Source: an optimization exercise on an open RTL-to-GDS flow (aim: a short achievable clock period and few clock cycles per item). Production flows keep margins and buffers that such runs may drop.
At most, simulation tests tie the RTL to the original design; equivalence was not proved.
Power figures rest on the tool's default switching activity, not on a simulated workload.

## lc4_core
module lc4_core (
  input  logic                   gwe,
  input  logic                   i_reset,
  output logic [16-1:0] o_imem_addr,
  input  logic [16-1:0] i_imem_data,
  output logic                   o_dmem_we,
  output logic [16-1:0] o_dmem_addr,
  output logic [16-1:0] o_dmem_wdata,
  input  logic [16-1:0] i_dmem_rdata,
  output logic                   o_trace_valid,
  output logic [16-1:0] o_trace_pc,
  output logic [16-1:0] o_trace_insn,
  output logic                   o_trace_rf_we,
  output logic [2:0]             o_trace_wsel,
  output logic [16-1:0] o_trace_wdata,
  output logic                   o_trace_nzp_we,
  output logic [2:0]             o_trace_nzp
);
  function automatic logic [2:0] nzp_z(input logic n, input logic z);
    nzp_z = {n, z, !n && !z};
  endfunction
  logic [15:0] pc_q;
  logic [15:0] pc_b;         
  logic [15:0] pc_o;         
  localparam int NB = 6;
  logic        btb_v   [NB];
  logic [15:0] btb_tag [NB];
  logic [15:0] btb_tgt [NB];
  logic [1:0]  btb_ctr [NB];
  logic [3:0]  btb_cnt [NB];    
  logic [3:0]  btb_trip[NB];    
  logic        btb_tv  [NB];    
  logic [2:0]  btb_ptr;
  logic        u_en;
  logic        u_taken;
  logic        u_jmp;
  logic [15:0] u_pc;
  logic [15:0] u_tgt;
  logic        fd_valid;
  logic [15:0] fd_pc;
  logic [15:0] fd_insn;
  logic        fd_pt;        
  logic        fd_hit;       
  logic [15:0] fd_pc1;
  logic [15:0] fd_tgt9;      
  logic [15:0] fd_tgt11;     
  typedef struct packed {
    logic jmp_any;    
    logic jmp;        
    logic br;         
    logic want;       
    logic sub;
    logic andop;
  ...
Settings: LEC_CHECK=0, CAP_MARGIN=20, CORE_MARGIN=2, CORE_UTILIZATION=40, SETUP_SLACK_MARGIN=4.9, SLEW_MARGIN=20, SYNTH_HIERARCHICAL=1, TNS_END_PERCENT=100; clock period 7.5 ns.
run.sh (not shown) runs the stock make flow with config.mk's settings and CLKGATE_MAP_FILE= SYNTH_SCRIPT=/design/flow/synth_recipe.tcl, a recipe that flattens the netlist after the stock synthesis.
The starting point completed with no timing, DRC or antenna violations.
Rerun with:
--- a/flow/design.v
+++ b/flow/design.v
@@ -348,20 +348,22 @@
   logic        t_we;
   logic [2:0]  t_rd;
   logic [15:0] t_res;
   logic [2:0]  t_nzp;
   logic rst_q;
   always_ff @(posedge gwe) rst_q <= i_reset;
   logic        f_pt;
   logic        f_hit;
   logic [15:0] f_tgt;
   logic [15:0] pc_next;
+  logic        pc_use_early;
+  logic [15:0] pc_early, pc_pred;
   logic [15:0] f_tgt9, f_tgt11;
   dec_t        f_dec;
   logic [15:0] f_pc1;
   logic [2:0]  f_rs, f_rt, f_rd;
   logic [15:0] d_a, d_b, d_c;
   logic [15:0] d_rs_val, d_rt_val;
   logic        x_mispred;
   logic [15:0] x_fix_pc;
   logic        d_redir;
   logic [15:0] d_redir_pc;
@@ -408,34 +410,35 @@
       if (btb_v[i] && btb_tag[i] == pc_b) begin
         f_hit = 1'b1;
         if (btb_ctr[i][1] && !(btb_tv[i] && btb_cnt[i] == btb_trip[i])) begin
           f_pt  = 1'b1;
           f_tgt = f_tgt | btb_tgt[i];
         end
       end
     end
   end
   always_comb begin
-    if (x_mispred)     pc_next = x_fix_pc;
-    else if (d_redir)  pc_next = d_redir_pc;
-    else if (d_stall)  pc_next = pc_q;
-    else if (f_pt)     pc_next = f_tgt;
-    else               pc_next = f_pc1;
-  end
-  lc4_pcreg u_pcb (.gwe(gwe), .i_reset(i_reset), .i_d(pc_next), .o_q(pc_b));
-  lc4_pcreg u_pco (.gwe(gwe), .i_reset(i_reset), .i_d(pc_next), .o_q(pc_o));
+    if (i_reset)        pc_early = 16'h8200;
+    else if (x_mispred) pc_early = x_fix_pc;
+    else if (d_redir)   pc_early = d_redir_pc;
+    else                pc_early = pc_q;
+  end
+  assign pc_use_early = i_reset || x_mispred || d_redir || d_stall;
+  assign pc_pred      = f_tgt | (f_pc1 & {16{!f_pt}});
+  assign pc_next      = pc_use_early ? pc_early : pc_pred;
+  lc4_pcreg u_pcb (.gwe(gwe), .i_d(pc_next), .o_q(pc_b));
+  lc4_pcreg u_pco (.gwe(gwe), .i_d(pc_next), .o_q(pc_o));
   always_ff @(posedge gwe) begin
+    pc_q <= pc_next;                
     if (i_reset) begin
-      pc_q     <= 16'h8200;
       fd_valid <= 1'b0;
     end else begin
-      pc_q <= pc_next;
       if (x_mispred || d_redir) fd_valid <= 1'b0;
       else if (!d_stall)        fd_valid <= 1'b1;
     end
   end
   always_ff @(posedge gwe) begin
     if (!d_stall) begin
       fd_pc    <= pc_q;
       fd_insn  <= i_imem_data;
       fd_pt    <= f_pt;
       fd_hit   <= f_hit;
@@ -749,19 +752,15 @@
   input  logic i_gl,
   input  logic i_pl,
   output logic o_g,
   output logic o_p
 );
   assign o_g = i_gh | (i_ph & i_gl);
   assign o_p = i_ph & i_pl;
 endmodule
 module lc4_pcreg (
   input  logic        gwe,
-  input  logic        i_reset,
   input  logic [15:0] i_d,
   output logic [15:0] o_q
 );
-  always_ff @(posedge gwe) begin
-    if (i_reset) o_q <= 16'h8200;
-    else         o_q <= i_d;
-  end
+  always_ff @(posedge gwe) o_q <= i_d;
 endmodule
After rerunning:
- The new run produced a clean layout
- setup slack is better by 340 ps
- global-route usage fell by 0.34 points
- die area went down slightly
- synthesized area went down slightly
- power rose by a few percent
- non-clock buffer count drops by 19
- sequential power climbs by a few percent
- clock-buffer cell count fell by 2
Function was not checked in any run of this note: the RTL went through the layout flow alone.

Another version of the RTL of lc4_core (not shown whole).
For scale: roughly 3200 cells after synthesis, about 140 I/O pins, roughly 39000 sq um of cells after synthesis.
Settings: LEC_CHECK=0, CAP_MARGIN=20, CORE_MARGIN=2, CORE_UTILIZATION=40, SETUP_SLACK_MARGIN=4.9, SLEW_MARGIN=20, SYNTH_HIERARCHICAL=1, TNS_END_PERCENT=100; clock period 7.5 ns.
The first run finished clean.
Edit:
--- a/flow/design.v
+++ b/flow/design.v
@@ -332,24 +332,22 @@
   logic [15:0] t_insn;
   logic        t_we;
   logic [2:0]  t_rd;
   logic [15:0] t_res;
   logic [2:0]  t_nzp;
   logic rst_q;
   always_ff @(posedge gwe) rst_q <= i_reset;
   logic        f_pt;
   logic        f_hit;
   logic [15:0] f_tgt;
   logic [15:0] pc_next;
-  logic        pc_use_early;
-  logic [15:0] pc_early, pc_pred;
   logic [15:0] f_tgt9, f_tgt11;
   logic [15:0] f_pc1;
   logic [2:0]  f_rs, f_rt, f_rd;
   logic [15:0] d_a, d_b, d_c;
   logic [15:0] d_rs_val, d_rt_val;
   logic        x_mispred;
   logic [15:0] x_fix_pc;
   logic        d_redir;
   logic [15:0] d_redir_pc;
   logic        d_stall;
   logic [15:0] x_a, x_b, x_sum, x_result;
@@ -371,37 +369,36 @@
     for (int i = 0; i < NB; i++) begin
       if (btb_v[i] && btb_tag[i] == pc_b) begin
         f_hit = 1'b1;
         if (btb_ctr[i][1] && !(btb_tv[i] && btb_cnt[i] == btb_trip[i])) begin
           f_pt  = 1'b1;
           f_tgt = f_tgt | btb_tgt[i];
         end
       end
     end
   end
   always_comb begin
-    if (i_reset)        pc_early = 16'h8200;
-    else if (x_mispred) pc_early = x_fix_pc;
-    else if (d_redir)   pc_early = d_redir_pc;
-    else                pc_early = pc_q;
-  end
-  assign pc_use_early = i_reset || x_mispred || d_redir || d_stall;
-  assign pc_pred      = f_tgt | (f_pc1 & {16{!f_pt}});
-  assign pc_next      = pc_use_early ? pc_early : pc_pred;
-  lc4_pcreg u_pcb (.gwe(gwe), .i_d(pc_next), .o_q(pc_b));
-  lc4_pcreg u_pco (.gwe(gwe), .i_d(pc_next), .o_q(pc_o));
+    if (x_mispred)     pc_next = x_fix_pc;
+    else if (d_redir)  pc_next = d_redir_pc;
+    else if (d_stall)  pc_next = pc_q;
+    else if (f_pt)     pc_next = f_tgt;
+    else               pc_next = f_pc1;
+  end
+  lc4_pcreg u_pcb (.gwe(gwe), .i_reset(i_reset), .i_d(pc_next), .o_q(pc_b));
+  lc4_pcreg u_pco (.gwe(gwe), .i_reset(i_reset), .i_d(pc_next), .o_q(pc_o));
   always_ff @(posedge gwe) begin
-    pc_q <= pc_next;                
     if (i_reset) begin
+      pc_q     <= 16'h8200;
       fd_valid <= 1'b0;
     end else begin
+      pc_q <= pc_next;
       if (x_mispred || d_redir) fd_valid <= 1'b0;
       else if (!d_stall)        fd_valid <= 1'b1;
     end
   end
   always_ff @(posedge gwe) begin
     if (!d_stall) begin
       fd_pc    <= pc_q;
       fd_insn  <= i_imem_data;
       fd_pt    <= f_pt;
       fd_hit   <= f_hit;
       fd_pc1   <= f_pc1;
@@ -709,16 +706,20 @@
   input  logic i_ph,
   input  logic i_gl,
   input  logic i_pl,
   output logic o_g,
   output logic o_p
 );
   assign o_g = i_gh | (i_ph & i_gl);
   assign o_p = i_ph & i_pl;
 endmodule
 module lc4_pcreg (
   input  logic        gwe,
+  input  logic        i_reset,
   input  logic [15:0] i_d,
   output logic [15:0] o_q
 );
-  always_ff @(posedge gwe) o_q <= i_d;
+  always_ff @(posedge gwe) begin
+    if (i_reset) o_q <= 16'h8200;
+    else         o_q <= i_d;
+  end
 endmodule
=>
- The new run finished with timing, DRC and antenna clean
- non-clock buffer count came out higher by 49
- power climbs by 4.6%
- die area rose by 2.0%
- clock skew falls by 0.010 ns
- fmax goes up by about 1.8%
- wire length is higher by 4.9%
- design area went up by about 3.2%
- hold slack is about the same
- area after synthesis goes up by about 2%
- via count is higher by about 4%
- count of clock-buffer cells in the layout goes down by 5
- utilization is higher by 0.65 points
- first-iteration DRC count grows by about 8%
- setup slack is better by 0.048 ns
Testbench counts after the change, summed over its fixed seeds: cycles 22,110, insns 20,801.
The RTL of the first run of this note was laid out without a check of its function.

Setup of zinc:
Another version of the RTL of lc4_core (not shown whole).
Size in the first run: roughly 3100 cells after synthesis, ~0.038 mm² of cells after synthesis.
make LEC_CHECK=0 CAP_MARGIN=20 CORE_MARGIN=2 CORE_UTILIZATION=40 SETUP_SLACK_MARGIN=4.6 SLEW_MARGIN=20 SYNTH_HIERARCHICAL=1 TNS_END_PERCENT=100 finish   # period 7.5 ns
Input-level comparison between violet and zinc:
--- a/flow/design.v
+++ b/flow/design.v
@@ -278,18 +278,16 @@
   logic        u_jmp;
   logic [15:0] u_pc;
   logic [15:0] u_tgt;
   logic        fd_valid;
   logic [15:0] fd_pc;
   logic [15:0] fd_insn;
   logic        fd_pt;        
   logic [15:0] fd_pc1;
-  logic [15:0] fd_tgt9;      
-  logic [15:0] fd_tgt11;     
   logic [15:0] fd_rsv;       
   logic [15:0] fd_rtv;       
   logic [15:0] fd_rdv;
   logic        fd_aw, fd_at;   
   logic        fd_bw, fd_bt;
   logic        fd_cw, fd_ct;
   logic        dx_valid;
   logic [15:0] dx_pc;
@@ -327,35 +325,30 @@
   logic [2:0]  t_rd;
   logic [15:0] t_res;
   logic [2:0]  t_nzp;
   logic rst_q;
   always_ff @(posedge gwe) rst_q <= i_reset;
   logic        f_pt;
   logic [15:0] f_tgt;
   logic [15:0] pc_next;
-  logic [15:0] f_tgt9, f_tgt11;
   logic [15:0] f_pc1;
   logic [2:0]  f_rs, f_rt, f_rd;
   logic [15:0] d_a, d_b, d_c;
   logic [15:0] d_rs_val, d_rt_val;
   logic        x_mispred;
   logic [15:0] x_fix_pc;
   logic        d_redir;
   logic [15:0] d_redir_pc;
   logic        d_stall;
   logic [15:0] x_a, x_b, x_sum, x_result;
   logic [2:0]  x_nzp;
   logic        x_taken;
   assign o_imem_addr = pc_q;
   assign f_pc1 = pc_q + 16'd1;
-  lc4_ks16 u_tgt9 (.i_a(pc_q), .i_b({{7{i_imem_data[8]}}, i_imem_data[8:0]}), .i_c(1'b1),
-                   .o_s(f_tgt9));
-  lc4_ks16 u_tgt11 (.i_a(pc_q), .i_b({{5{i_imem_data[10]}}, i_imem_data[10:0]}), .i_c(1'b1),
-                    .o_s(f_tgt11));
   assign f_rs = i_imem_data[8:6];
   assign f_rt = i_imem_data[2:0];
   assign f_rd = i_imem_data[11:9];
   always_comb begin
     f_pt  = 1'b0;
     f_tgt = 16'h0000;
     for (int i = 0; i < NB; i++) begin
       if (btb_v[i] && btb_ctr[i][1] && btb_tag[i] == pc_q) begin
@@ -382,18 +375,16 @@
     end
   end
   always_ff @(posedge gwe) begin
     if (!d_stall) begin
       fd_pc    <= pc_q;
       fd_insn  <= i_imem_data;
       fd_pt    <= f_pt;
       fd_pc1   <= f_pc1;
-      fd_tgt9  <= f_tgt9;
-      fd_tgt11 <= f_tgt11;
     end
   end
   always_ff @(posedge gwe) begin
     if (d_stall) begin
       fd_rsv <= d_a;
       fd_rtv <= d_b;
       fd_rdv <= d_c;
       fd_aw  <= dx_we && (dx_rd == fd_insn[8:6]);
@@ -451,17 +442,17 @@
   logic        d_br_any, d_jmp_any;
   logic        d_add_rr, d_sub_rr, d_add_ri, d_and_rr, d_and_ri;
   logic        d_ld, d_st, d_const;
   logic        d_we, d_rs_re, d_rt_re;
   logic [2:0]  d_rs, d_rt, d_rd;
   logic [15:0] d_imm;
   logic        d_br, d_jmp;
   logic        d_want;
-  logic [15:0] d_pc1, d_target, d_addr;
+  logic [15:0] d_pc1, d_target, d_off, d_addr;
   assign d_op      = fd_insn[15:12];
   assign d_br_any  = (d_op == 4'h0);
   assign d_jmp_any = (d_op == 4'hc) && fd_insn[11];
   assign d_add_rr  = (d_op == 4'h1) && (fd_insn[5:3] == 3'b000);
   assign d_sub_rr  = (d_op == 4'h1) && (fd_insn[5:3] == 3'b010);
   assign d_add_ri  = (d_op == 4'h1) && fd_insn[5];
   assign d_and_rr  = (d_op == 4'h5) && (fd_insn[5:3] == 3'b000);
   assign d_and_ri  = (d_op == 4'h5) && fd_insn[5];
@@ -485,18 +476,19 @@
     d_c = fd_cw ? w_res : (fd_ct ? t_res : fd_rdv);
   end
   assign d_rs_val = d_a;
   assign d_rt_val = d_st ? d_c : d_b;
   assign d_stall = fd_valid && dx_we &&
                    (((d_ld || d_st) && (dx_rd == d_rs)) || (d_st && (dx_rd == fd_insn[11:9])));
   assign d_br   = d_br_any && (fd_insn[11:9] != 3'b000) && (fd_insn[8:0] != 9'h000);
   assign d_jmp  = d_jmp_any && (fd_insn[10:0] != 11'h000);
-  assign d_pc1    = fd_pc1;
-  assign d_target = d_jmp_any ? fd_tgt11 : fd_tgt9;
+  assign d_off  = d_jmp_any ? {{5{fd_insn[10]}}, fd_insn[10:0]} : {{7{fd_insn[8]}}, fd_insn[8:0]};
+  assign d_pc1  = fd_pc1;
+  lc4_ks16 u_target (.i_a(fd_pc1), .i_b(d_off), .i_c(1'b0), .o_s(d_target));
   logic d_btb_good, d_known, d_taken, d_pt;
   assign d_btb_good = fd_pt;
   assign d_known    = !dx_we;
   assign d_taken    = |(fd_insn[11:9] & x_nzp);
   assign d_want     = d_jmp || (d_br && fd_insn[8]);
   assign d_pt       = (d_br && d_known) ? d_taken : (d_btb_good || d_want);
   assign d_redir    = fd_valid && !d_stall && (d_pt ? !d_btb_good : fd_pt);
   assign d_redir_pc = d_pt ? d_target : d_pc1;
Higher worst setup slack goes to zinc over violet.
violet: number of tapcells is 7.0% lower than what zinc reported.
Comparing the two runs side by side, violet comes out behind zinc on clock period minus worst slack.
Between zinc and violet, post-synthesis to final-layout area growth is lower for zinc, violet comes in above that.
Switching power total (lower): violet
No functional check of the RTL was part of any run of this note.

-- static timing again, ports no longer ideal --
In the flow no input, the clock included, has a driving cell. The finished layouts below were timed again as built, in two steps.
Step 1 assumes that a clkbuf_16 drives the clock port and a buf_2 every other input.
Step 2 also shifts input and output timing later by t, the mid clock arrival at the registers, as if the neighbouring blocks saw the same clock.
a / b / c = ideal ports / drivers / drivers and shift; a / b = the first two.
run	t, ns	slack for setup (ns)	worst setup path after step 2	worst data-port slew with drivers (ns)
the first run of note 1	0.734	4.482 / 4.482 / 4.228	input to register	0.09
the second run of note 1	0.740	4.818 / 4.749 / 4.217	input to register	0.08
the first run of note 2	0.736	4.759 / 4.746 / 4.143	input to register	0.15
the second run of note 2	0.738	4.806 / 4.737 / 4.203	input to register	0.11
zinc	0.720	4.576 / 4.562 / 3.975	input to register	0.05
violet	0.710	4.294 / 4.294 / 3.977	input to register	0.06
After both steps setup and hold are still met in every run listed. The setup slack of the first run of note 2, which loses most, moves by -0.013 ns with the drivers and by -0.616 ns with both steps.
